Source: an optimization exercise on an open RTL-to-GDS flow (aim: small area, a short achievable clock period and few clock cycles). Production flows keep margins and buffers that such runs may drop. The RTL was checked by simulation tests, not by an equivalence proof against the original design.

== the baseline ==
Design random_heading_waypoint_stepper, start of the top module:
module random_heading_waypoint_stepper (
    input  wire logic        clk,
    input  wire logic        rst_n,
    input  wire logic        cfg_we,
    input  wire logic [1:0]  cfg_addr,
    input  wire logic [30:0] cfg_wdata,
    input  wire logic        in_valid,
    output logic             in_ready,
    input  wire logic [31:0] in_current_north,
    input  wire logic [31:0] in_current_east,
    input  wire logic [31:0] in_current_down,
    input  wire logic [15:0] in_heading,
    input  wire logic [15:0] in_random_value,
    output logic             out_valid,
    input  wire logic        out_ready,
    output logic [1:0]       out_event_res,
    output logic [31:0]      out_target_north,
    output logic [31:0]      out_target_east,
    output logic [31:0]      out_target_down,
    output logic [31:0]      out_distance_sq
);
Size: roughly 9400 cells after synthesis, ~300 I/O pins.
==> flow/config.mk <==
export PLATFORM = sky130hd
export DESIGN_NAME = random_heading_waypoint_stepper
export DESIGN_NICKNAME = random_heading_waypoint_stepper
export VERILOG_FILES = /design/flow/design.v
export SDC_FILE = /design/flow/constraint.sdc
export NUM_CORES = 4
export LEC_CHECK = 0
export ABC_CLOCK_PERIOD_IN_PS = 6000
export CAP_MARGIN = 20
export CORE_MARGIN = 2
export CORE_UTILIZATION = 50
export SETUP_SLACK_MARGIN = 5
export SLEW_MARGIN = 20
==> flow/constraint.sdc <==
create_clock -name core_clock -period 13.0 [get_ports {clk}]
set_input_delay 2.6000 -clock core_clock [delete_from_list [all_inputs] [get_ports {clk}]]
set_output_delay 2.6000 -clock core_clock [all_outputs]
set_load 0.01 [all_outputs]
standard.sh (not shown) runs the stock make flow with config.mk's settings and CLKGATE_MAP_FILE= SYNTH_SCRIPT=/design/flow/synth_recipe.tcl, a recipe that flattens the netlist after the stock synthesis.
==> flow/flow/run.sh <==
#!/bin/bash
set -euo pipefail
cat config.mk > config_in.log 2>&1
sed 's/SETUP_SLACK_MARGIN=[0-9.]*/SETUP_SLACK_MARGIN=6.3/' standard.sh > standard_margin.sh
cat standard_margin.sh > standard_margin_sh.log
bash standard_margin.sh > standard_run.log 2>&1
The baseline did not stop at any stage, and its layout met the timing, design-rule and antenna checks.
Testbench counts of the baseline, summed over its fixed seeds: cycles 10,937.
Setup changes, the baseline to the candidate
--- a/flow/design.v
+++ b/flow/design.v
@@ -1128,32 +1128,32 @@
     localparam logic [1:0] MU_X    = 2'd1;
     localparam logic [1:0] MU_SLOW = 2'd2;
     localparam logic [1:0] MU_DONE = 2'd3;
     logic [1:0]  mu_st;
     logic [5:0]  mu_cnt;
     logic [29:0] mu_acc;
-    logic [24:0] mu_sr;
+    logic [17:0] mu_sr;
     logic [3:0]  xdig, xd_reg;
     logic [33:0] mu_op;
     logic [34:0] mu_sum;
     logic [46:0] xmag;
     logic [24:0] mag_n, mag_e;
-    logic [24:0] slow_op, sop_v;
-    logic        slow_bit, sop_b;
+    logic [24:0] slow_op;
+    logic        slow_bit;
     logic        mu_first, mu_shift;
     logic [31:0] slow_dist;
     logic        slow_start;
     assign xdig     = 4'(stepv >> {mu_cnt[2:0], 2'b00});
     assign slow_op  = mu_cnt[0] ? mag_e : mag_n;
     assign slow_bit = slow_op[mu_cnt[5:1]];
-    assign mu_op    = (mu_st == MU_X) ? 34'(xd_reg) * 34'(GAIN) : (sop_b ? 34'(sop_v) : 34'd0);
-    assign mu_first = (mu_cnt == 6'd1);
-    assign mu_shift = !mu_cnt[0] && (mu_cnt != 6'd0);
+    assign mu_op    = (mu_st == MU_X) ? 34'(xd_reg) * 34'(GAIN) : (slow_bit ? 34'(slow_op) : 34'd0);
+    assign mu_first = (mu_st == MU_X) ? (mu_cnt == 6'd1) : (mu_cnt == 6'd0);
+    assign mu_shift = mu_cnt[0];
     assign mu_sum   = 35'(mu_first ? 30'd0 : mu_acc) + 35'(mu_op);
-    assign xmag     = {mu_acc[28:0], mu_sr[24:7]};
-    assign slow_dist = (mu_acc[29:23] != 7'd0) ? 32'hFFFF_FFFF : {mu_acc[22:0], mu_sr[24:16]};
+    assign xmag     = {mu_acc[28:0], mu_sr};
+    assign slow_dist = (mu_acc[29:23] != 7'd0) ? 32'hFFFF_FFFF : {mu_acc[22:0], mu_sr[17:9]};
     always_ff @(posedge clk or negedge rst_n)
     begin
         if (!rst_n)
         begin
             mu_st  <= MU_X;
             mu_cnt <= 6'd0;
@@ -1172,13 +1172,13 @@
                     if (mu_cnt == 6'd8)
                         mu_st <= MU_IDLE;
                 end
                 MU_SLOW:
                 begin
                     mu_cnt <= mu_cnt + 6'd1;
-                    if (mu_cnt == 6'd50)
+                    if (mu_cnt == 6'd49)
                         mu_st <= MU_DONE;
                 end
                 MU_DONE:
                 begin
                     if (push)
                     begin
@@ -1200,31 +1200,26 @@
     always_ff @(posedge clk)
     begin
         xd_reg <= xdig;
         if (mu_st == MU_X && mu_cnt != 6'd0)
         begin
             mu_acc <= mu_sum[33:4];
-            mu_sr  <= {mu_sum[3:0], mu_sr[24:4]};
+            mu_sr  <= {mu_sum[3:0], mu_sr[17:4]};
         end
-        else if (mu_st == MU_SLOW && mu_cnt != 6'd0)
+        else if (mu_st == MU_SLOW)
         begin
             if (mu_shift)
             begin
                 mu_acc <= mu_sum[30:1];
-                mu_sr  <= {mu_sum[0], mu_sr[24:1]};
+                mu_sr  <= {mu_sum[0], mu_sr[17:1]};
             end
             else
             begin
                 mu_acc <= mu_sum[29:0];
             end
         end
-        if (mu_st == MU_SLOW)
-        begin
-            sop_v <= slow_op;
-            sop_b <= slow_bit;
-        end
     end
     logic [15:0] tick_reg, rem_reg;
     logic        rbusy;
     logic [3:0]  rcnt;
     logic [15:0] tick_inc, rem_inc;
     logic [16:0] ra;
Findings:
- Looking at post-synthesis register bit count, the candidate sits 26 lower than the baseline does.
- In the candidate relative to the baseline, number of standard-cell rows in the floorplan had gone down slightly.
- | met3 usage | the candidate vs the baseline | 0.17 points lower |
- In the route summary, the candidate ends up with a via count below that of the baseline.
- Peak fanout along the critical path in the candidate is 2 lower than in the baseline
- Of the candidate and the baseline, the baseline shows the lower signed area change from the synthesized netlist to the final layout, with the candidate above it.
- Comparing the candidate and the baseline, the lower die span in y is on the candidate.
- Status: final setup violation count parity (the candidate, the baseline)
- Comparing the candidate and the baseline, the higher share of the clock period used by the worst path after layout was measured on the candidate.
- Final routed wire length divided by cell count ends up higher on the baseline.
- Final-layout non-clock buffer area share, the candidate and the baseline: higher on the candidate
- Taking the baseline as the reference, in the candidate count of clock-buffer cells in the layout has decreased, buffer count from post-CTS setup fixing now sits higher.
Testbench counts of the candidate, summed over its fixed seeds: cycles 10,937.

[separate check: timing with driven ports]
The flow's constraints put no driver on any port. The routed layouts listed below were extracted and timed again, unchanged, in two steps. Step 1 sets driving cells, clkbuf_16 on the clock port and buf_2 on the other inputs (assumed; they add their load-dependent delay and slew). Step 2, shift: input delay + t, output delay - t, t = (earliest + latest rising clock arrival at the registers) / 2. This alone moves slack from input paths to output paths. Slacks: no drivers / after step 1 / after step 2; pairs: no drivers / after step 1.
run	t, ns	setup slack, ns	worst data-port slew with drivers (ns)
the baseline	0.811	6.371 / 6.362 / 5.620	0.08
the candidate	0.794	6.074 / 6.074 / 5.655	0.12
After both steps setup and hold are still met in every run listed. The setup slack of the baseline, which loses most, moves by -0.009 ns with the drivers and by -0.751 ns with both steps.
